What follows belongs to an exercise in optimizing a design on an open flow for small area, a short achievable clock period and few clock cycles per item; a production flow would make more cautious choices.
No functional check of the RTL was part of any run shown here.
Power figures rest on the tool's default switching activity, not on a simulated workload.

**design/flow/run.sh**
```bash
#!/bin/bash
# synth_recipe.tcl (not shown) runs the flow's synth.tcl, then flattens the netlist and writes it again
# the make line also repeats each setting of config.mk as NAME=value (left out here)
make -C /OpenROAD-flow-scripts/flow DESIGN_CONFIG=/design/flow/config.mk WORK_HOME=/design/flow/orfs CLKGATE_MAP_FILE= SYNTH_SCRIPT=/design/flow/synth_recipe.tcl finish
```
**design/flow/config.mk**
```make
export PLATFORM = sky130hd
export DESIGN_NAME = proportional_glyph_tile_packer_core
export DESIGN_NICKNAME = proportional_glyph_tile_packer_core
export VERILOG_FILES = /design/flow/design.v
export SDC_FILE = /design/flow/constraint.sdc
export NUM_CORES = 4
export LEC_CHECK = 0
export CAP_MARGIN = 20
export CORE_MARGIN = 2
export CORE_UTILIZATION = 40
export SLEW_MARGIN = 20
```
**design/flow/constraint.sdc**
```tcl
create_clock -name core_clock -period 5.0 [get_ports {clk}]
set_input_delay 1.0000 -clock core_clock [delete_from_list [all_inputs] [get_ports {clk}]]
set_output_delay 1.0000 -clock core_clock [all_outputs]
set_load 0.01 [all_outputs]
```
**design/flow/design.v**
```verilog
`default_nettype none
package pgtp_pkg;
  localparam int unsigned PIX_W  = 4;
  localparam int unsigned ROW_W  = 32;
  localparam int unsigned COLS   = 8;
  localparam int unsigned SLOT_OUT_W = 5;
  localparam logic CMD_GLYPH = 1'b0;
  localparam logic CMD_PAD   = 1'b1;
  localparam logic [2:0] LAST_ROW = 3'd7;
  typedef struct packed {
    logic        command;
    logic [3:0]  glyph_width;
    logic [2:0]  row_number;
    logic [31:0] upper_glyph_row;
    logic [31:0] lower_glyph_row;
  } glyph_item_t;
  typedef struct packed {
    logic       wr_en;
    logic       fill_en;
    logic [2:0] fill_next;
    logic       slot_inc;
    logic       slot_clr;
    logic       emit;
    logic       done;
  } store_ctl_t;
endpackage
`default_nettype wire
`default_nettype none
import pgtp_pkg::*;
module pgtp_merge (
  input  logic [2:0]  fill,
  input  logic [31:0] row_upper,
  input  logic [31:0] row_lower,
  input  logic [31:0] buf_upper,
  input  logic [31:0] buf_lower,
  input  logic [7:0]  keep_wb,     
  input  logic [7:0]  take_wb,     
  input  logic [7:0]  keep_out,    
  input  logic [7:0]  take_out,    
  output logic [31:0] wb_upper,
  output logic [31:0] wb_lower,
  output logic [31:0] res_upper,
  output logic [31:0] res_lower
);
  logic [31:0] rot_u, rot_l;
  assign rot_u = ({row_upper, row_upper} << {fill, 2'b00}) >> 32;
  assign rot_l = ({row_lower, row_lower} << {fill, 2'b00}) >> 32;
  always_comb begin
    for (int c = 0; c < COLS; c++) begin
      wb_upper [PIX_W*c +: PIX_W] = (buf_upper[PIX_W*c +: PIX_W] & {PIX_W{keep_wb[c]}})
                                  | (rot_u[PIX_W*c +: PIX_W]     & {PIX_W{take_wb[c]}});
      wb_lower [PIX_W*c +: PIX_W] = (buf_lower[PIX_W*c +: PIX_W] & {PIX_W{keep_wb[c]}})
                                  | (rot_l[PIX_W*c +: PIX_W]     & {PIX_W{take_wb[c]}});
      res_upper[PIX_W*c +: PIX_W] = (buf_upper[PIX_W*c +: PIX_W] & {PIX_W{keep_out[c]}})
                                  | (rot_u[PIX_W*c +: PIX_W]     & {PIX_W{take_out[c]}});
      res_lower[PIX_W*c +: PIX_W] = (buf_lower[PIX_W*c +: PIX_W] & {PIX_W{keep_out[c]}})
                                  | (rot_l[PIX_W*c +: PIX_W]     & {PIX_W{take_out[c]}});
    end
  end
endmodule
`default_nettype wire
`default_nettype none
import pgtp_pkg::*;
module pgtp_row_store (
  input  logic        clk,
  input  logic [31:0] wb_upper,
  input  logic [31:0] wb_lower,
  output logic [31:0] head_upper,
  output logic [31:0] head_lower
);
  logic [31:0] ring_u [COLS];
  logic [31:0] ring_l [COLS];
  always_ff @(posedge clk) begin
    for (int k = 0; k < COLS - 1; k++) begin
      ring_u[k] <= ring_u[k+1];
      ring_l[k] <= ring_l[k+1];
    end
    ring_u[COLS-1] <= wb_upper;
    ring_l[COLS-1] <= wb_lower;
  end
  assign head_upper = ring_u[0];
  assign head_lower = ring_l[0];
endmodule
`default_nettype wire
`default_nettype none
import pgtp_pkg::*;
module proportional_glyph_tile_packer_core #(
  parameter int unsigned MAX_TILES = 32
) (
  input  logic        clk,
  input  logic        rst,
  input  logic        glyph_valid,
  output logic        glyph_ready,
  input  logic        glyph_command,
  input  logic [3:0]  glyph_glyph_width,
  input  logic [2:0]  glyph_row_number,
  input  logic [31:0] glyph_upper_glyph_row,
  input  logic [31:0] glyph_lower_glyph_row,
  output logic        tile_valid,
  input  logic        tile_ready,
  output logic [4:0]  tile_tile_slot,
  output logic [2:0]  tile_out_row_number,
  output logic [31:0] tile_upper_tile_row,
  output logic [31:0] tile_lower_tile_row,
  output logic        tile_string_done
);
  localparam int unsigned SLOT_W = (MAX_TILES > 1) ? $clog2(MAX_TILES) : 1;
  localparam logic [SLOT_W-1:0] SLOT_LAST = SLOT_W'(MAX_TILES - 1);
  logic        in_valid;
  logic        in_cmd;
  logic [3:0]  in_w;
  logic [2:0]  in_row;
  logic [31:0] in_u, in_l;
  logic [2:0]        phase;      
  logic [2:0]        fill;
  logic [SLOT_W-1:0] slot;
  logic        out_valid;
  logic [4:0]  out_slot;
  logic [2:0]  out_row;
  logic [31:0] out_upper, out_lower;
  logic        out_done;
  logic [31:0] head_u, head_l, wb_u, wb_l, res_u, res_l;
  logic [3:0] w_eff;
  logic [3:0] total;
  logic       last;
  logic       at_head;
  logic       emit, wr, step, commit;
  logic [7:0] keep_out, take_out, keep_wb, take_wb, take_carry;
  logic       fill_en;
  logic [2:0] fill_next;
  assign w_eff   = (in_w > 4'd8) ? 4'd8 : in_w;
  assign total   = {1'b0, fill} + w_eff;
  assign last    = (in_row == LAST_ROW);
  assign at_head = in_valid && (in_row == phase);
  always_comb begin
    for (int c = 0; c < COLS; c++) begin
      take_out[c]   = (4'(c) >= {1'b0, fill}) && (in_cmd == CMD_PAD || 4'(c) < total);
      take_carry[c] = (4'(c + 8) < total);
    end
  end
  assign keep_out = {COLS{fill != 3'd0}};
  assign emit     = (in_cmd == CMD_PAD) ? (fill != 3'd0) : total[3];
  assign wr       = (in_cmd == CMD_PAD) ? (fill != 3'd0) : 1'b1;
  assign step        = at_head && (!emit || !out_valid || tile_ready);
  assign commit      = step && wr;
  assign glyph_ready = !in_valid || step;
  always_comb begin
    if (!commit) begin
      keep_wb = '1;
      take_wb = '0;
    end else if (in_cmd == CMD_GLYPH && total[3]) begin
      keep_wb = '0;
      take_wb = take_carry;
    end else begin
      keep_wb = keep_out;
      take_wb = take_out;
    end
  end
  always_comb begin
    fill_en   = step && last;
    fill_next = (in_cmd == CMD_PAD) ? 3'd0 : total[2:0];
  end
  pgtp_merge u_merge (
    .fill      (fill),
    .row_upper (in_u),
    .row_lower (in_l),
    .buf_upper (head_u),
    .buf_lower (head_l),
    .keep_wb   (keep_wb),
    .take_wb   (take_wb),
    .keep_out  (keep_out),
    .take_out  (take_out),
    .wb_upper  (wb_u),
    .wb_lower  (wb_l),
    .res_upper (res_u),
    .res_lower (res_l)
  );
  pgtp_row_store u_store (
    .clk        (clk),
    .wb_upper   (wb_u),
    .wb_lower   (wb_l),
    .head_upper (head_u),
    .head_lower (head_l)
  );
  always_ff @(posedge clk) begin
    if (rst) begin
      in_valid <= 1'b0;
    end else if (glyph_ready) begin
      in_valid <= glyph_valid;
    end
  end
  always_ff @(posedge clk) begin
    if (glyph_ready && glyph_valid) begin
      in_cmd <= glyph_command;
      in_w   <= glyph_glyph_width;
      in_row <= glyph_row_number;
      in_u   <= glyph_upper_glyph_row;
      in_l   <= glyph_lower_glyph_row;
    end
  end
  always_ff @(posedge clk) begin
    if (rst) begin
      phase <= 3'd0;
      fill  <= 3'd0;
      slot  <= '0;
    end else begin
      phase <= phase + 3'd1;
      if (fill_en) begin
        fill <= fill_next;
        if (in_cmd == CMD_PAD) begin
          slot <= '0;
        end else if (total[3]) begin
          slot <= (slot == SLOT_LAST) ? '0 : slot + 1'b1;
        end
      end
    end
  end
  always_ff @(posedge clk) begin
    if (rst) begin
      out_valid <= 1'b0;
    end else if (step && emit) begin
      out_valid <= 1'b1;
    end else if (tile_ready) begin
      out_valid <= 1'b0;
    end
  end
  always_ff @(posedge clk) begin
    if (step && emit) begin
      out_slot  <= 5'(slot);
      out_row   <= in_row;
      out_upper <= res_u;
      out_lower <= res_l;
      out_done  <= (in_cmd == CMD_PAD) && last;
    end
  end
  assign tile_valid          = out_valid;
  assign tile_tile_slot      = out_slot;
  assign tile_out_row_number = out_row;
  assign tile_upper_tile_row = out_upper;
  assign tile_lower_tile_row = out_lower;
  assign tile_string_done    = out_done;
endmodule
`default_nettype wire
```
==> out/qor.txt, run 1 <==
Status = complete, no violations
Post-CTS Repair Setup Buffers = 0
LEAKAGE = 0.00869 uW
Type of the worst min-delay path = register to register
Post-Syn Area = 19300 sq um
Top-area cell type share of the netlist area = 0.546
Yosys warnings = 5
Global placement routability congestion = 0.818
Gates resized, CTS repair = 0
Num CTS Buffers = 61
Post-route clock period utilization = 0.870
Tmin final = 4350 ps
Leading area contributor after synthesis = dfxtp_1
Slew at the pin with the worst max-slew slack = 1140 ps
Site Rows = 80
Vias = 9962
Largest net degree at the start of global routing = 73
Post-synth ARST share = 0
DRC = 0
DR iter-0 viols = 730
Syn_nets = 1245
CP Max Fanout = 10
Via/cell ratio = 4.96
# setup viols final = 0
Initial antenna violation count = 0
Final #Nets = 1423
Vias in the first global route = 10100
DIE AREA = 49900 sq um
Number of port buffers = 150
Hold buffers post-CTS = 0
Final Max Tran Viols = 0
Worst slew margin = 0.237
Ant. Diodes = 0
Pwr dens = 466 nW/um^2
Setup tns final = 0 ps
Area grow syn2layout = 22.4%
Netlist cell types = 53
RSZ-0062 raised after global routing = no
Seq cells post-synth = 670
Synth area leaders = dfxtp_1, edfxtp_1, mux4_2
TritonCTS clock tree = yes
WL met3 = 1920 um
Final hold vios = 0
Syn_area_per_cell = 16.6 sq um
DRT met1 WL = 19300 um
Uppermost layer routed = met4
First-pass GRT wire length = 62500 um
DRT antenna net count = 0
Final Power = 11000 uW
Req. time, crit path = 4000 ps
Top FF cell, synth = dfxtp_1
Initial Util = 0.404
Crit-path max cell delay = 610 ps
Crit path DAT = 3350 ps
Die Span Y = 223 um
Global route overflow = 0
MaxCap Viol Count = 0
Max Freq = 230 MHz
Root Driver = clkbuf_16
Core area = 47600 sq um
Post-Route WL = 41400 um
DRT Pass-1 Iters = 5
CP Capture Type = output port
H-tree depth = 2
Post-DP HPWL = 26800 um
Share of layout cells above drive strength 1 = 0.154
Clock latency on the worst-skew pair = 610 ps
Deepest clock path buffer count = 3
Critical path cell sequence = nand2b_1 -> inv_1 -> ha_1 -> a211o_1 -> a211oi_1 -> nor3_1 -> o21ai_0 -> clkdlybuf4s50_1
Number of synthesized flops with an enable pin = 145
Reg clk slew, reported paths = 70 ps
Post-synthesis sequential area ratio = 0.772
Clk_skew = 21.7 ps
CP max stage cell = clkdlybuf4s50_1
Startpoint Class = register
Cells after Synth = 1162
Total clock sinks = 670
Total GRT Usage = 0.167
Ports = 151
Met2 WL post-DR = 19100 um
Die Wd = 223 um
VDD IR-drop max = 291 uV
Routed wire per std cell = 20.6 um
Crit path kind = register to output port
-- Yosys cell counts, drive strengths merged (13+ instances only) --
library cell    n
a32o           24
buf            24
nand2          49
o2bb2ai        32
a21oi          13
o21ai          50
dfxtp         525
clkbuf         24
mux4           64
nor2           28
edfxtp        145
a22o           25
mux2           25
mux2i          50
-- worst paths after layout --
check / start / to / slack (ps) / cells after the start
setup / recovery: in_w[3] / glyph_ready / 650 / 8
hold / removal: u_store.ring_l[2][26] / u_store.ring_l[1][26] / 310 / 0
setup reg to reg: in_w[3] / out_upper[15] / 1410 / 9
hold reg to reg: u_store.ring_l[2][26] / u_store.ring_l[1][26] / 310 / 0
-- registers in the layout (all words and copies together), names as in the netlist, 5 cells and up --
signal	cells
u_store.ring_u	256
in_l	32
slot	5
in_u	32
out_lower	32
out_slot	5
u_store.ring_l	256
out_upper	32
-- stage by stage --
stage | util | worst slack (ps) | cells | instance area (sq um) | hold WS (ps)
6_report | 0.495 | 652 | 2007 | 23600 | 311
5_1_grt | 0.495 | 446 | 2007 | 23600 | 303
4_1_cts | 0.495 | 610 | 2007 | 23600 | 307
3_5_place_dp | 0.451 | 1150 | 1892 | 21500 | 312
3_3_place_gp | 0.451 | 1290 | 1892 | 21500 | 310
2_1_floorplan | - | 747 | 1162 | 19300 | 310
-- logic make-up (layout without fill, tap and decap cells) --
| kind of cell | Yosys count | count (layout) | synth area share |
|---|---|---|---|
| AO/OA/AOI/OAI | 165 | 165 | 0.0639 |
| multiplexers | 139 | 139 | 0.115 |
| flip-flops | 670 | 670 | 0.772 |
| AND/OR/NAND/NOR | 120 | 120 | 0.0293 |
| XOR/XNOR | 5 | 5 | 0.00227 |
| adder cells (fa/ha/maj) | 7 | 7 | 0.00494 |
| buffers and inverters | 56 | 286 | 0.0125 |
-- layout by cell type (no fill, tap or decap), types with 4 or more instances in the layout --
master and n:
a21oi_1 13, a22o_1 25, a32o_1 24, buf_4 11, bufinv_16 4, clkbuf_1 10
clkbuf_16 67, clkbuf_8 10, clkdlybuf4s50_1 150, clkinv_2 15, dfxtp_1 522, edfxtp_1 145
ha_1 6, inv_1 6, mux2_2 24, mux2i_1 50, mux4_2 64, nand2_1 49
nand2b_1 5, nand3_1 5, nor2_1 28, nor2b_1 8, nor3_1 5, o21ai_0 49
o2bb2ai_1 32, or3_1 4, xnor2_1 5
-- per-layer routing --
metal  up-vias  track usage
li1       4619            -
met1      4987        0.233
met2       290        0.266
met3        66       0.0281
met4         0       0.0566
met5         -            0
-- critical path: cells and delay by family (launching register included) --
kind                     cells  cell delay [ps]
flip-flops                   1              520
AND/OR/NAND/NOR              2              300
adder cells (fa/ha/maj)      1              290
AO/OA/AOI/OAI                3              970
buffers and inverters        2              670
-- report_power, final --
part | switching [uW] | internal (uW) | total (uW)
logic | 175 | 172 | 348
clock network | 1960 | 2790 | 4750
registers | 103 | 5780 | 5880
total | 2240 | 8740 | 11000
-- layout make-up --
class	count	area [sq um]
Clock buffer	87	1850
Clock inverter	28	263
Fill cell	4001	24100
Inverter	8	31.3
Multi-Input combinational cell	436	4170
Sequential cell	670	14900
Tap cell	615	769
Timing Repair Buffer	163	1620
==> run 2, diff against run 1 <==
--- a/design/flow/design.v
+++ b/design/flow/design.v
@@ -144,5 +144,6 @@
   assign step        = at_head && (!emit || !out_valid || tile_ready);
   assign commit      = step && wr;
-  assign glyph_ready = !in_valid || step;
+  logic rdy_free, rdy_head;
+  assign glyph_ready = rdy_free || (rdy_head && tile_ready);
   always_comb begin
     if (!commit) begin
@@ -183,4 +184,29 @@
     .head_lower (head_l)
   );
+  logic       nx_in_valid, nx_cmd, nx_out_valid, nx_emit, nx_head;
+  logic [3:0] nx_w, nx_total;
+  logic [2:0] nx_row, nx_fill;
+  logic       load;
+  assign load = glyph_ready && glyph_valid;
+  always_comb begin
+    nx_in_valid  = glyph_ready ? glyph_valid : in_valid;
+    nx_cmd       = load ? glyph_command     : in_cmd;
+    nx_w         = load ? glyph_glyph_width : in_w;
+    nx_row       = load ? glyph_row_number  : in_row;
+    nx_fill      = fill_en ? fill_next : fill;
+    nx_out_valid = (step && emit) || (out_valid && !tile_ready);
+    nx_total     = {1'b0, nx_fill} + ((nx_w > 4'd8) ? 4'd8 : nx_w);
+    nx_emit      = (nx_cmd == CMD_PAD) ? (nx_fill != 3'd0) : nx_total[3];
+    nx_head      = nx_in_valid && (nx_row == phase + 3'd1);
+  end
+  always_ff @(posedge clk) begin
+    if (rst) begin
+      rdy_free <= 1'b1;
+      rdy_head <= 1'b0;
+    end else begin
+      rdy_free <= !nx_in_valid || (nx_head && (!nx_emit || !nx_out_valid));
+      rdy_head <= nx_head;
+    end
+  end
   always_ff @(posedge clk) begin
     if (rst) begin
--- a/design/flow/config.mk
+++ b/design/flow/config.mk
@@ -6,6 +6,8 @@
 export NUM_CORES = 4
 export LEC_CHECK = 0
+export ABC_CLOCK_PERIOD_IN_PS = 2400
 export CAP_MARGIN = 20
 export CORE_MARGIN = 2
 export CORE_UTILIZATION = 40
+export SETUP_SLACK_MARGIN = 2.6
 export SLEW_MARGIN = 20
==> out/qor.txt, run 2 <==
Compound-cell area share of the yosys netlist = 0.0581
Vias = 10900
DRT Pass-1 Iters = 5
CP Max Fanout = 5
Slew at the pin with the worst max-slew slack = 797 ps
Netlist cell types = 64
Largest family of logic cells by synthesized area = multiplexers
Yosys warnings = 5
Worst slew margin = 0.469
DRC = 0
Crit path kind = register to register
RSZ-0062 raised after global routing = yes
Syn_nets = 1346
Number of port buffers = 150
Top FF cell, synth = dfxtp_1
Post-Synth Adder-Cell Area = 0.00617
Via/cell ratio = 4.95
Crit path DAT = 3540 ps
Die Wd = 225 um
Final #Nets = 1617
Req. time, crit path = 5540 ps
Num CTS Buffers = 61
Post-synthesis sequential area ratio = 0.761
MaxCap Viol Count = 0
Fin area = 25700 sq um
Seq cells post-synth = 672
Cell Int Power = 9040 uW
Initial antenna violation count = 1
Post-route clock period utilization = 0.601
Most common cell in the netlist = dfxtp_1
Clk pwr share = 0.411
Pwr dens = 452 nW/um^2
Status = complete, no violations
Cell Area, Placed = 21700 sq um
XOR/XNOR share of the synthesized area = 0.00495
Routed wire per std cell = 22.1 um
Global route overflow = 0
# setup viols final = 0
Core area = 47800 sq um
H-tree depth = 2
Final hold vios = 0
Net Sw Power = 2590 uW
Clock latency on the worst-skew pair = 610 ps
Deepest clock path buffer count = 3
Global placement routability congestion = 0.765
Most common library cell in the layout ignoring fill and taps = dfxtp_1
Share of layout cells above drive strength 1 = 0.262
TritonCTS clock tree = yes
Post-DP HPWL = 26800 um
Syn_area_per_cell = 15.4 sq um
Die Span Y = 225 um
Post-Syn Area = 19500 sq um
Seq pwr share = 0.518
Commonest cells post-synth = dfxtp_1, nand2_1, edfxtp_1, o21ai_0, mux2i_1
First-pass GRT wire length = 64800 um
Mux cell area share after synthesis = 0.112
Site Rows = 80
Total GRT Usage = 0.174
Clk_skew = 15.0 ps
Tmin final = 3000 ps
Total clock sinks = 672
Reg clk slew, reported paths = 70 ps
Sw frac = 0.223
Synth area leaders = dfxtp_1, edfxtp_1, mux4_2
Final Max Tran Viols = 0
Root Driver = clkbuf_16
DRT antenna net count = 0
DR iter-0 viols = 843
Setup tns final = 0 ps
Area grow syn2layout = 32.2%
VDD IR-drop max = 262 uV
Initial Util = 0.407
Startpoint Class = register
Leading area contributor after synthesis = dfxtp_1
Top-area cell type share of the netlist area = 0.550
Ports = 151
Top Registers = u_store.ring_l x256, u_store.ring_u x256
DIE AREA = 50500 sq um
Hold buffers post-CTS = 0
LEAKAGE = 0.00970 uW
Max Freq = 333 MHz
Combinational share of power = 0.071
Number of synthesized flops with an enable pin = 137
Vias in the first global route = 10400
Post-Route WL = 48600 um
Cells after Synth = 1261
Largest net degree at the start of global routing = 73
Commonest cells after routing, fill and taps aside = dfxtp_1, edfxtp_1, nand2_1, clkbuf_16, clkdlybuf4s50_1
CP Capture Type = register
Simple-gate share of the synthesized area = 0.0449
Post-synth ARST share = 0
Type of the worst min-delay path = register to register
run 2: changes by cell type in the layout (fill, tap and decap cells not counted), moves of 17 or more:
cell / previous run / this run
a22o_1: 25 / 8
a32o_1: 24 / 0
buf_4: 11 / 32
buf_6: 0 / 28
clkdlybuf4s50_1: 150 / 74
dlygate4sd2_1: 0 / 67
mux2_2: 24 / 6
nand2_1: 49 / 118
nor2_1: 28 / 10
o21ai_1: 1 / 46
o21ai_2: 0 / 31
o2bb2ai_1: 32 / 0
run 2: cell type report:
type	instances	area [sq um]
Fill cell	3857	22100
Sequential cell	672	14800
Multi-Input combinational cell	542	5210
Timing Repair Buffer	246	2760
Clock buffer	82	1780
Tap cell	615	769
Clock inverter	34	334
Inverter	8	36.3
Timing Repair inverter	1	5.00
Antenna cell	1	2.50
run 2: repair_timing:
| action | CTS | global route |
|---|---|---|
| gates cloned | 7 | 18 |
| gates resized for setup | 145 | 198 |
| pin swaps | 18 | 54 |
| buffers inserted | 28 | 41 |
| endpoints found under the setup margin | 324 | 211 |
run 2: critical path, cell delays in order (launching register included):
cell and delay [ps]:
dfxtp_4 360, buf_4 140, nor2b_4 150, ha_4 180
a211o_1 220, nand2_4 90, a21o_4 230, a31oi_4 190
buf_6 130, mux2_4 310, ha_4 170, a21oi_4 170
xor2_1 160, nand2_1 80, o32ai_2 120, o31ai_1 100
a22oi_1 140
run 2: metal layers:
| layer | global-route usage | vias up | routed length [um] |
|---|---|---|---|
| li1 | - | 5039 | - |
| met1 | 0.237 | 5426 | 20900 |
| met2 | 0.279 | 335 | 23500 |
| met3 | 0.0291 | 94 | 2550 |
| met4 | 0.0694 | 0 | 1630 |
| met5 | 0 | - | 0 |
run 2: logic make-up (layout without fill, tap and decap cells):
| kind of cell | after synthesis | in the layout |
|---|---|---|
| AOI/OAI and AO/OA | 180 | 180 |
| xor gates and xnor gates | 11 | 11 |
| adders and majority gates | 9 | 9 |
| buffers and inverters | 53 | 371 |
| DFF | 672 | 672 |
| muxes | 137 | 137 |
| other | 0 | 1 |
| and+or+nand+nor | 199 | 205 |
run 2: worst paths after layout:
| check | from | to | slack (ps) | cells after the start |
|---|---|---|---|---|
| max | in_w[3] | rdy_free | 2000 | 16 |
| min | u_store.ring_l[6][15] | u_store.ring_l[5][15] | 310 | 0 |
| max reg2reg | in_w[3] | rdy_free | 2000 | 16 |
| min reg2reg | u_store.ring_l[6][15] | u_store.ring_l[5][15] | 310 | 0 |
run 2: through the flow:
| step | cells | total power [uW] | setup WS [ps] | utilization | hold slack, ps |
|---|---|---|---|---|---|
| 2_1_floorplan | 1261 | 6390 | 1280 | - | 310 |
| 3_3_place_gp | 1990 | 6660 | 990 | 0.454 | 310 |
| 3_5_place_dp | 1990 | 6670 | 891 | 0.454 | 312 |
| 4_1_cts | 2141 | 11500 | 1960 | 0.509 | 322 |
| 5_1_grt | 2201 | 12000 | 1890 | 0.538 | 325 |
| 6_report | 2201 | 11600 | 2000 | 0.538 | 314 |
run 2: power by group through the flow:
stage | clock (uW) | combinational (uW) | sequential [uW]
floorplan | 0 | 316 | 6070
global placement | 0 | 536 | 6120
detailed placement | 0 | 541 | 6130
CTS | 4850 | 627 | 6020
global route | 5080 | 863 | 6050
finish | 4780 | 823 | 6020
==> run 3, diff against run 2 <==
--- a/design/flow/config.mk
+++ b/design/flow/config.mk
@@ -6,8 +6,6 @@
 export NUM_CORES = 4
 export LEC_CHECK = 0
-export ABC_CLOCK_PERIOD_IN_PS = 2400
 export CAP_MARGIN = 20
 export CORE_MARGIN = 2
 export CORE_UTILIZATION = 40
-export SETUP_SLACK_MARGIN = 2.6
 export SLEW_MARGIN = 20
==> out/qor.txt, run 3 <==
Post-DP HPWL = 28000 um
FF/Latch Area = 14800 sq um
Req. time, crit path = 5500 ps
MaxCap Viol Count = 0
Initial Util = 0.407
Crit-path most repeated cell = xor2_1
XOR/XNOR share of the synthesized area = 0.00495
Post-CTS Repair Setup Buffers = 0
Seq pwr share = 0.532
Area of the multi-input gates = 4420 sq um
Vias = 10200
DR iter-0 viols = 757
Net Sw Power = 2430 uW
Deepest clock path buffer count = 3
Number of synthesized flops with an enable pin = 137
Num CTS Buffers = 66
Status = complete, no violations
Clk pwr share = 0.420
Die Wd = 225 um
Yosys warnings = 5
DP Cell Count = 1994
Max Freq = 255 MHz
Worst slew margin = 0.381
Area grow syn2layout = 22.2%
Post-synthesis sequential area ratio = 0.761
Compound-cell area share of the yosys netlist = 0.0581
Share of layout cells above drive strength 1 = 0.142
Gates resized, CTS repair = 0
GRT met1 Usage = 0.236
Crit-path max cell delay = 700 ps
Initial antenna violation count = 2
Largest family of logic cells by synthesized area = multiplexers
Type of the worst min-delay path = register to register
Clk_skew = 14.2 ps
Top-area cell type share of the netlist area = 0.550
Post-Route WL = 42300 um
Top FF cell, synth = dfxtp_1
Post-Synth Adder-Cell Area = 0.00617
DRT Pass-1 Iters = 5
CP Max Fanout = 42
M2 GR Usage = 0.264
Cell Int Power = 8880 uW
Crit path DAT = 4410 ps
CP max stage cell = dfxtp_4
Min Hold Slack = 320 ps
Post-place setup slack = 997 ps
Vias in the first global route = 10300
Largest net degree at the start of global routing = 74
Slew at the pin with the worst max-slew slack = 929 ps
DRT antenna net count = 0
Combinational share of power = 0.047
# setup viols final = 0
Cells after Synth = 1261
M3 GR Usage = 0.0380
Setup tns final = 0 ps
Simple-gate share of the synthesized area = 0.0449
Netlist cell types = 64
H-tree depth = 3
Ports = 151
Crit path kind = register to register
Seq cells post-synth = 672
Post-route clock period utilization = 0.783
Critical path's top delay family = adder cells
Startpoint Class = register
Root Driver = clkbuf_16
Syn_nets = 1346
CP Capture Type = register
Leading area contributor after synthesis = dfxtp_1
Die Span Y = 225 um
Sw frac = 0.215
Global placement routability congestion = 0.804
Worst Path Buf+Inv = 2
Post-synth ARST share = 0
VDD IR-drop max = 228 uV
Final Max Tran Viols = 0
Synth area leaders = dfxtp_1, edfxtp_1, mux4_2
Mux cell area share after synthesis = 0.112
Tmin final = 3910 ps
Hold buffers post-CTS = 0
Via/cell ratio = 4.81
Final hold vios = 0
Pwr dens = 475 nW/um^2
Clock latency on the worst-skew pair = 580 ps
DRC = 0
Total GRT Usage = 0.169
TritonCTS clock tree = yes
Most common cell in the netlist = dfxtp_1
Busiest grt layer = met2
Global route overflow = 0
Routed wire per std cell = 20.0 um
RSZ-0062 raised after global routing = no
Number of port buffers = 150
Site Rows = 80
LEAKAGE = 0.00876 uW
Critical path cell sequence = buf_4 -> inv_1 -> fa_1 -> xor2_1 -> nor2_1 -> mux2_2 -> ha_1 -> a21oi_1 -> xor2_1 -> nand2_1 -> o32ai_1 -> o31ai_1 -> a22oi_1
Most common library cell in the layout ignoring fill and taps = dfxtp_1
Final #Nets = 1533
First-pass GRT wire length = 63200 um
Syn_area_per_cell = 15.4 sq um
Commonest cells after routing, fill and taps aside = dfxtp_1, clkdlybuf4s50_1, nand2_1, edfxtp_1, o21ai_0
Number of fill cells = 4035
DIE AREA = 50500 sq um
Post-Syn Area = 19500 sq um
Total clock sinks = 672
Reg clk slew, reported paths = 60 ps
Commonest cells post-synth = dfxtp_1, nand2_1, edfxtp_1, o21ai_0, mux2i_1
Fin worst setup slack = 1090 ps
Non-filler instance count after layout = 2119
Core area = 47800 sq um
Top Registers = u_store.ring_l x256, u_store.ring_u x256
-- run 3: cell count changes in the layout (fill, tap and decap cells not counted), moves of 13 or more --
cell             previous run  this run
buf_12                     16         1
nand2_1                   118       140
clkdlybuf4s50_1            74       150
clkbuf_1                    8        21
dlygate4sd2_1              67         0
buf_4                      32        12
o21ai_2                    31         0
buf_6                      28         0
o21ai_0                    41        89
nand2_2                    14         0
-- run 3: path summary, 6_finish.rpt --
| kind | startpoint | end | slack [ps] | cells past startpoint |
|---|---|---|---|---|
| setup reg to reg | fill[1] | rdy_free | 1090 | 13 |
| hold reg to reg | u_store.ring_l[4][0] | u_store.ring_l[3][0] | 320 | 0 |
| setup / recovery | fill[1] | rdy_free | 1090 | 13 |
| hold / removal | u_store.ring_l[4][0] | u_store.ring_l[3][0] | 320 | 0 |
-- run 3: area by class of cell --
type / instances / share of cell area
Multi-Input combinational cell: 536 / 0.186
Clock inverter: 29 / 0.0121
Inverter: 8 / 0.00126
Timing Repair Buffer: 164 / 0.0689
Sequential cell: 672 / 0.623
Clock buffer: 93 / 0.0763
Antenna cell: 2 / 0.000210
Tap cell: 615 / 0.0323
-- run 3: layer usage --
| metal | vias up | part of all wire |
|---|---|---|
| met5 | - | 0.00024 |
| met4 | 2 | 0.017 |
| met3 | 58 | 0.058 |
| met2 | 279 | 0.46 |
| met1 | 4998 | 0.47 |
| li1 | 4856 | - |
-- run 3: metrics by stage --
| step | utilization | instance area [sq um] | total power (uW) |
|---|---|---|---|
| floorplan | - | 19500 | 6370 |
| global placement | 0.453 | 21700 | 6650 |
| detailed placement | 0.453 | 21700 | 6670 |
| CTS | 0.497 | 23800 | 11400 |
| global route | 0.497 | 23800 | 11700 |
| finish | 0.497 | 23800 | 11300 |
-- run 3: kinds of logic (layout without fill, tap and decap cells) --
family	Yosys count	in the layout
AND/OR/NAND/NOR	199	199
AO/OA/AOI/OAI	180	180
other	0	2
buffers and inverters	53	294
flip-flops	672	672
XOR/XNOR	11	11
adder cells (fa/ha/maj)	9	9
multiplexers	137	137
-- run 3: worst register-to-register path, stage by stage, from the launching register on --
cell and delay (ps):
dfxtp_4 700, buf_4 510, inv_1 130, fa_1 450
xor2_1 480, nor2_1 70, mux2_2 300, ha_1 310
a21oi_1 250, xor2_1 160, nand2_1 60, o32ai_1 150
o31ai_1 130, a22oi_1 140
-- run 3: power by group through the flow --
stage                     combinational [uW]  clock, uW  sequential, uW
after floorplan                          299          0            6070
after global placement                   528          0            6130
after detailed placement                 536          0            6130
after CTS                                539       4870            6020
after global routing                     577       5100            6050
final                                    535       4760            6020
==> run 4, diff against run 3 <==
--- a/design/flow/design.v
+++ b/design/flow/design.v
@@ -124,5 +124,4 @@
   logic [3:0] total;
   logic       last;
-  logic       at_head;
   logic       emit, wr, step, commit;
   logic [7:0] keep_out, take_out, keep_wb, take_wb, take_carry;
@@ -132,5 +131,5 @@
   assign total   = {1'b0, fill} + w_eff;
   assign last    = (in_row == LAST_ROW);
-  assign at_head = in_valid && (in_row == phase);
+  logic  at_head;    
   always_comb begin
     for (int c = 0; c < COLS; c++) begin
@@ -142,8 +141,8 @@
   assign emit     = (in_cmd == CMD_PAD) ? (fill != 3'd0) : total[3];
   assign wr       = (in_cmd == CMD_PAD) ? (fill != 3'd0) : 1'b1;
-  assign step        = at_head && (!emit || !out_valid || tile_ready);
+  logic rdy_free;    
+  assign step        = at_head && (!out_valid || tile_ready);
   assign commit      = step && wr;
-  logic rdy_free, rdy_head;
-  assign glyph_ready = rdy_free || (rdy_head && tile_ready);
+  assign glyph_ready = rdy_free || (at_head && tile_ready);
   always_comb begin
     if (!commit) begin
@@ -184,18 +183,10 @@
     .head_lower (head_l)
   );
-  logic       nx_in_valid, nx_cmd, nx_out_valid, nx_emit, nx_head;
-  logic [3:0] nx_w, nx_total;
-  logic [2:0] nx_row, nx_fill;
-  logic       load;
-  assign load = glyph_ready && glyph_valid;
+  logic       nx_in_valid, nx_out_valid, nx_head;
+  logic [2:0] nx_row;
   always_comb begin
     nx_in_valid  = glyph_ready ? glyph_valid : in_valid;
-    nx_cmd       = load ? glyph_command     : in_cmd;
-    nx_w         = load ? glyph_glyph_width : in_w;
-    nx_row       = load ? glyph_row_number  : in_row;
-    nx_fill      = fill_en ? fill_next : fill;
+    nx_row       = (glyph_ready && glyph_valid) ? glyph_row_number : in_row;
     nx_out_valid = (step && emit) || (out_valid && !tile_ready);
-    nx_total     = {1'b0, nx_fill} + ((nx_w > 4'd8) ? 4'd8 : nx_w);
-    nx_emit      = (nx_cmd == CMD_PAD) ? (nx_fill != 3'd0) : nx_total[3];
     nx_head      = nx_in_valid && (nx_row == phase + 3'd1);
   end
@@ -203,8 +194,8 @@
     if (rst) begin
       rdy_free <= 1'b1;
-      rdy_head <= 1'b0;
+      at_head  <= 1'b0;
     end else begin
-      rdy_free <= !nx_in_valid || (nx_head && (!nx_emit || !nx_out_valid));
-      rdy_head <= nx_head;
+      rdy_free <= !nx_in_valid || (nx_head && !nx_out_valid);
+      at_head  <= nx_head;
     end
   end
--- a/design/flow/config.mk
+++ b/design/flow/config.mk
@@ -6,6 +6,8 @@
 export NUM_CORES = 4
 export LEC_CHECK = 0
+export ABC_CLOCK_PERIOD_IN_PS = 2400
 export CAP_MARGIN = 20
 export CORE_MARGIN = 2
 export CORE_UTILIZATION = 40
+export SETUP_SLACK_MARGIN = 2.6
 export SLEW_MARGIN = 20
==> out/qor.txt, run 4 <==
Final Max Tran Viols = 0
DP Cell Count = 1950
Worst Path Buf+Inv = 4
CP Max Fanout = 8
Root Driver = clkbuf_16
Req. time, crit path = 5370 ps
DIE AREA = 49800 sq um
Netlist cell types = 58
Non-filler instance count after layout = 2166
Pwr dens = 428 nW/um^2
Critical path's top delay family = compound AO/OA/AOI/OAI gates
Crit path DAT = 3030 ps
Initial antenna violation count = 0
Deepest clock path buffer count = 3
Post-route clock period utilization = 0.533
Number of port buffers = 150
Die Wd = 223 um
Slew at the pin with the worst max-slew slack = 964 ps
XOR/XNOR share of the synthesized area = 0.00456
Die Span Y = 223 um
Site Rows = 80
Clock latency on the worst-skew pair = 620 ps
R2R Path End = out_upper[0]
Top Registers = u_store.ring_l x256, u_store.ring_u x256
Core area = 47500 sq um
Share of layout cells above drive strength 1 = 0.267
Mux cell area share after synthesis = 0.0995
Startpoint Class = register
Reg clk slew, reported paths = 70 ps
CP max stage cell = edfxtp_1
Total clock sinks = 672
Final hold vios = 0
Setup tns final = 0 ps
Simple-gate share of the synthesized area = 0.0308
Crit-path most repeated cell = buf_6
Status = complete, no violations
Worst slew margin = 0.357
Routed wire per std cell = 22.2 um
Most common library cell in the layout ignoring fill and taps = dfxtp_1
R2r setup slk = 2330 ps
Total GRT Usage = 0.187
Global placement routability congestion = 0.783
Vias in the first global route = 10700
Max Freq = 375 MHz
MaxCap Viol Count = 0
Via/cell ratio = 4.94
LEAKAGE = 0.00945 uW
Critical Path Sink = out_upper[0]
Number of synthesized flops with an enable pin = 142
Post-synthesis sequential area ratio = 0.775
Worst setup path startpoint = in_w[3]
Area grow syn2layout = 34.0%
Number of fill cells = 3713
Vias = 10700
Cells after Synth = 1218
DRT antenna net count = 0
Commonest cells after routing, fill and taps aside = dfxtp_1, edfxtp_1, mux2i_1, clkdlybuf4s50_1, clkbuf_16
Initial Util = 0.404
Compound-cell area share of the yosys netlist = 0.0710
Syn_nets = 1301
FF/Latch Area = 14900 sq um
RSZ-0062 raised after global routing = yes
Num CTS Buffers = 61
Largest net degree at the start of global routing = 62
DR iter-0 viols = 729
Area of the multi-input gates = 5180 sq um
Largest family of logic cells by synthesized area = multiplexers
First-pass GRT wire length = 68400 um
Commonest cells post-synth = dfxtp_1, edfxtp_1, mux2i_1, nand2_1, o21ai_0
VDD IR-drop max = 283 uV
Clk_skew = 23.9 ps
Final #Nets = 1582
Tmin final = 2670 ps
DRT Pass-1 Iters = 5
Top FF cell, synth = dfxtp_1
Most common cell in the netlist = dfxtp_1
WP depth = 11
TritonCTS clock tree = yes
Critical path cell sequence = buf_6 -> nand2b_4 -> inv_2 -> ha_4 -> a21o_4 -> a211oi_4 -> nor2_4 -> buf_6 -> o31ai_4 -> buf_6 -> o21ai_2
DRC = 0
Post-Synth Adder-Cell Area = 0.00495
Post-Syn Area = 19200 sq um
Top-area cell type share of the netlist area = 0.553
Ant. Diodes = 0
CP Capture Type = register
Reg2reg start = in_w[3]
Post-DP HPWL = 27900 um
Leading area contributor after synthesis = dfxtp_1
Post-Route WL = 48100 um
Crit path kind = register to register
Reg2Reg Depth = 11
Post-synth ARST share = 0
Type of the worst min-delay path = register to register
H-tree depth = 2
# setup viols final = 0
Hold buffers post-CTS = 0
Syn_area_per_cell = 15.8 sq um
Seq cells post-synth = 672
Synth area leaders = dfxtp_1, edfxtp_1, mux2i_1
Ports = 151
Crit-path max cell delay = 440 ps
Global route overflow = 0
Yosys warnings = 5
## run 4: changes by cell type in the layout (fill, tap and decap cells not counted), moves of 40 or more
| cell | delta |
|---|---|
| o21ai_0 | -80 |
| nand2_1 | -77 |
| mux2i_1 | +63 |
| dlygate4sd2_1 | +63 |
| o2bb2ai_2 | +50 |
| clkdlybuf4s50_1 | -76 |
| mux4_2 | -40 |
| o21ai_2 | +44 |
## run 4: what timing repair did
action                     CTS  global route
resized for setup          272           112
pin swaps                   36            45
setup buffers               66            20
cloned                      13             2
setup endpoints to repair  348           209
## run 4: cell families (layout without fill, tap and decap cells)
kind of cell,count (synthesis),count (layout)
compound gates,188,193
xor+xnor,10,10
buf+inv,51,379
simple gates,130,130
flops,672,672
fa+ha+maj,7,7
mux,160,160
## run 4: power by group
part	switching (uW)	total [uW]	internal [uW]
logic	276	531	255
clock network	1980	4660	2680
registers	84.2	5820	5740
## run 4: worst min path at each step
stage	cells past startpoint	to	startpoint	slack, ps
after floorplan	0	u_store.ring_l[0][0]	u_store.ring_l[1][0]	310
after global placement	0	u_store.ring_u[2][15]	u_store.ring_u[3][15]	310
after detailed placement	0	u_store.ring_l[0][19]	u_store.ring_l[1][19]	310
after CTS	0	u_store.ring_l[2][18]	u_store.ring_l[3][18]	320
after global routing	0	u_store.ring_l[2][6]	u_store.ring_l[3][6]	320
final	0	u_store.ring_u[1][22]	u_store.ring_u[2][22]	320
## run 4: area by class of cell
cell class / instances / share of cell area
Tap cell: 615 / 0.0299
Sequential cell: 672 / 0.579
Inverter: 7 / 0.00126
Clock inverter: 23 / 0.00720
Timing Repair Buffer: 256 / 0.109
Multi-Input combinational cell: 500 / 0.202
Timing Repair inverter: 1 / 0.000292
Clock buffer: 92 / 0.0723
## run 4: stage by stage
step | total power, uW | area, sq um | utilization | setup slack (ps) | hold WS (ps)
global route | 11400 | 25700 | 0.541 | 2270 | 318
floorplan | 6100 | 19300 | - | 2340 | 310
finish | 11000 | 25700 | 0.541 | 2330 | 318
global placement | 6280 | 21400 | 0.451 | 1460 | 310
CTS | 11000 | 25000 | 0.525 | 2400 | 321
detailed placement | 6290 | 21400 | 0.451 | 1410 | 312
## run 4: routing by layer
metal | up-vias | part of all wire | global-route usage
met5 | - | 0 | 0
met2 | 316 | 0.47 | 0.299
met4 | 0 | 0.030 | 0.0684
li1 | 4930 | - | -
met1 | 5361 | 0.45 | 0.258
met3 | 90 | 0.044 | 0.0307
## run 4: worst register-to-register path: stages, from the launching register on
cell      delay (ps)
edfxtp_1         440
buf_6            150
nand2b_4         130
inv_2             60
ha_4             200
a21o_4           220
a211oi_4         320
nor2_4           160
buf_6            160
o31ai_4          320
buf_6            200
o21ai_2           70
==> run 5, diff against run 4 <==
--- a/design/flow/config.mk
+++ b/design/flow/config.mk
@@ -6,8 +6,8 @@
 export NUM_CORES = 4
 export LEC_CHECK = 0
-export ABC_CLOCK_PERIOD_IN_PS = 2400
+export ABC_CLOCK_PERIOD_IN_PS = 2000
 export CAP_MARGIN = 20
 export CORE_MARGIN = 2
 export CORE_UTILIZATION = 40
-export SETUP_SLACK_MARGIN = 2.6
+export SETUP_SLACK_MARGIN = 2.9
 export SLEW_MARGIN = 20
==> out/qor.txt, run 5 <==
Status = complete, no violations
Deepest clock path buffer count = 3
Root Driver = clkbuf_16
Cells after Synth = 1218
Number of fill cells = 3607
Slew at the pin with the worst max-slew slack = 769 ps
Site Rows = 80
Post-Route WL = 49100 um
Final Max Tran Viols = 0
Vias in the first global route = 11400
Non-filler instance count after layout = 2196
Crit path DAT = 3090 ps
Hold buffers post-CTS = 0
Global route overflow = 0
Core area = 47500 sq um
Number of port buffers = 150
Final #Nets = 1611
Routed wire per std cell = 22.4 um
Number of synthesized flops with an enable pin = 142
Fin util = 0.555
DIE AREA = 49800 sq um
Vias = 11100
Crit-path max cell delay = 570 ps
Netlist cell types = 58
Req. time, crit path = 5500 ps
H-tree depth = 3
VDD IR-drop max = 252 uV
Most common library cell in the layout ignoring fill and taps = dfxtp_1
Setup tns final = 0 ps
Post-DP HPWL = 27000 um
Syn_nets = 1301
CP max stage cell = nand2_1
Ant. Diodes = 0
Commonest cells post-synth = dfxtp_1, edfxtp_1, mux2i_1, nand2_1, o21ai_0
Clk_skew = 17.9 ps
Critical path's top delay family = simple AND/OR/NAND/NOR gates
Seq cells post-synth = 672
Type of the worst min-delay path = register to register
CP Max Fanout = 36
Fin worst setup slack = 2400 ps
Final hold vios = 0
Via/cell ratio = 5.05
Largest net degree at the start of global routing = 48
TritonCTS clock tree = yes
Yosys warnings = 5
DP Cell Count = 1948
MaxCap Viol Count = 0
Post-synthesis sequential area ratio = 0.775
First-pass GRT wire length = 71200 um
DRT antenna net count = 0
Startpoint Class = register
DR iter-0 viols = 662
Worst slew margin = 0.486
Worst Path Buf+Inv = 1
Num CTS Buffers = 67
LEAKAGE = 0.00974 uW
Max Freq = 385 MHz
Synth area leaders = dfxtp_1, edfxtp_1, mux2i_1
# setup viols final = 0
Commonest cells after routing, fill and taps aside = dfxtp_1, edfxtp_1, mux2i_1, clkdlybuf4s50_1, clkbuf_16
Pwr dens = 431 nW/um^2
Clock latency on the worst-skew pair = 590 ps
Crit path kind = register to register
Leading area contributor after synthesis = dfxtp_1
Post-synth ARST share = 0
Share of layout cells above drive strength 1 = 0.351
Reg clk slew, reported paths = 70 ps
RSZ-0062 raised after global routing = yes
Initial Util = 0.404
DRT Pass-1 Iters = 5
Total GRT Usage = 0.194
DRC = 0
Critical path cell sequence = buf_8 -> nor3_4 -> nor2_4 -> nand2_1 -> o2bb2ai_2
Top-area cell type share of the netlist area = 0.553
Post-route clock period utilization = 0.519
CP Capture Type = register
Syn_area_per_cell = 15.8 sq um
Post-Syn Area = 19200 sq um
Area grow syn2layout = 37.6%
Total clock sinks = 672
Global placement routability congestion = 0.812
Post-place setup slack = 1350 ps
Initial antenna violation count = 0
Die Span Y = 223 um
Tmin final = 2600 ps
Top FF cell, synth = dfxtp_1
Most common cell in the netlist = dfxtp_1
Die Wd = 223 um
Ports = 151
Top Registers = u_store.ring_l x256, u_store.ring_u x256
[run 5: cell type report]
type                            count  area, sq um  share of cell area
Sequential cell                   672        14900               0.564
Multi-Input combinational cell    502         5600               0.212
Timing Repair Buffer              275         2860               0.108
Clock buffer                       92         2020              0.0764
Tap cell                          615          769              0.0291
Clock inverter                     30          215             0.00815
Inverter                            7         35.0             0.00133
Timing Repair inverter              3         22.5            0.000853
[run 5: metrics by stage]
step                hold slack [ps]  cell area (sq um)  total power, uW
global placement                309              21500             6300
global route                    321              26400            11700
CTS                             318              26000            11400
finish                          311              26400            11400
floorplan                       310              19400             6110
detailed placement              312              21500             6310
[run 5: kinds of logic after synthesis]
family / Yosys count / synth area share
XOR/XNOR: 10 / 0.00456
multiplexers: 160 / 0.0995
AND/OR/NAND/NOR: 130 / 0.0308
AO/OA/AOI/OAI: 188 / 0.0710
flip-flops: 672 / 0.775
adder cells (fa/ha/maj): 7 / 0.00495
buffers and inverters: 51 / 0.0141
[run 5: power breakdown]
part	internal (uW)	switching (uW)
Clock	2900	2080
Sequential	5740	86.9
Combinational	286	301
Total	8930	2460
[run 5: routing by layer]
layer  global-route usage  up-vias  share of wire
met2                0.305      375           0.47
met1                0.263     5573           0.44
met5                    0        -              0
li1                     -     5014              -
met4               0.0862        0          0.041
met3               0.0369      127          0.052
[run 5: repair_timing]
action	CTS	global route
cloned	21	0
endpoints found under the setup margin	354	296
resized for setup	556	52
buffers inserted	91	14
pin swaps	55	29
[run 5: final timing paths]
path	start	endpoint	slack [ps]	cells past startpoint
max	fill[2]	u_store.ring_l[7][29]	2400	5
max reg2reg	fill[2]	u_store.ring_l[7][29]	2400	5
min	u_store.ring_l[1][29]	u_store.ring_l[0][29]	310	0
min reg2reg	u_store.ring_l[1][29]	u_store.ring_l[0][29]	310	0

[what the ideal ports hide]
Ports are ideal in the flow. The routed layouts listed here were re-timed in OpenROAD.
Step 1 (the two cells are an assumption about what drives the block):
set clk [get_ports {clk}]
set_driving_cell -lib_cell sky130_fd_sc_hd__clkbuf_16 $clk
set_driving_cell -lib_cell sky130_fd_sc_hd__buf_2 [delete_from_list [all_inputs] $clk]
Step 2 times the ports against the registers' clock, not the clock port: input delays grow and output delays shrink by t, the midpoint of the rising clock arrivals with the driver on.
a / b / c = ideal ports / drivers / drivers and shift; a / b = the first two.
run | t (ns) | slack for setup (ns) | hold WS [ns] | worst slew at a driven data input, ns | cell pins on the clock port's net
run 1 | 0.655 | 0.652 / 0.601 / 1.122 | 0.311 / 0.311 / 0.311 | 0.04 | 1
run 2 | 0.661 | 1.995 / 1.995 / 1.471 | 0.314 / 0.314 / 0.314 | 0.05 | 1
run 3 | 0.622 | 1.085 / 1.085 / 0.972 | 0.320 / 0.320 / 0.320 | 0.09 | 1
run 4 | 0.665 | 2.334 / 2.334 / 1.962 | 0.318 / 0.318 / 0.318 | 0.05 | 1
run 5 | 0.636 | 2.403 / 2.403 / 1.921 | 0.311 / 0.311 / 0.311 | 0.05 | 1
After both steps setup and hold are still met in every run listed. For run 2, which loses most, drivers alone change the setup slack by 0.000 ns; drivers and shift together by -0.524 ns.
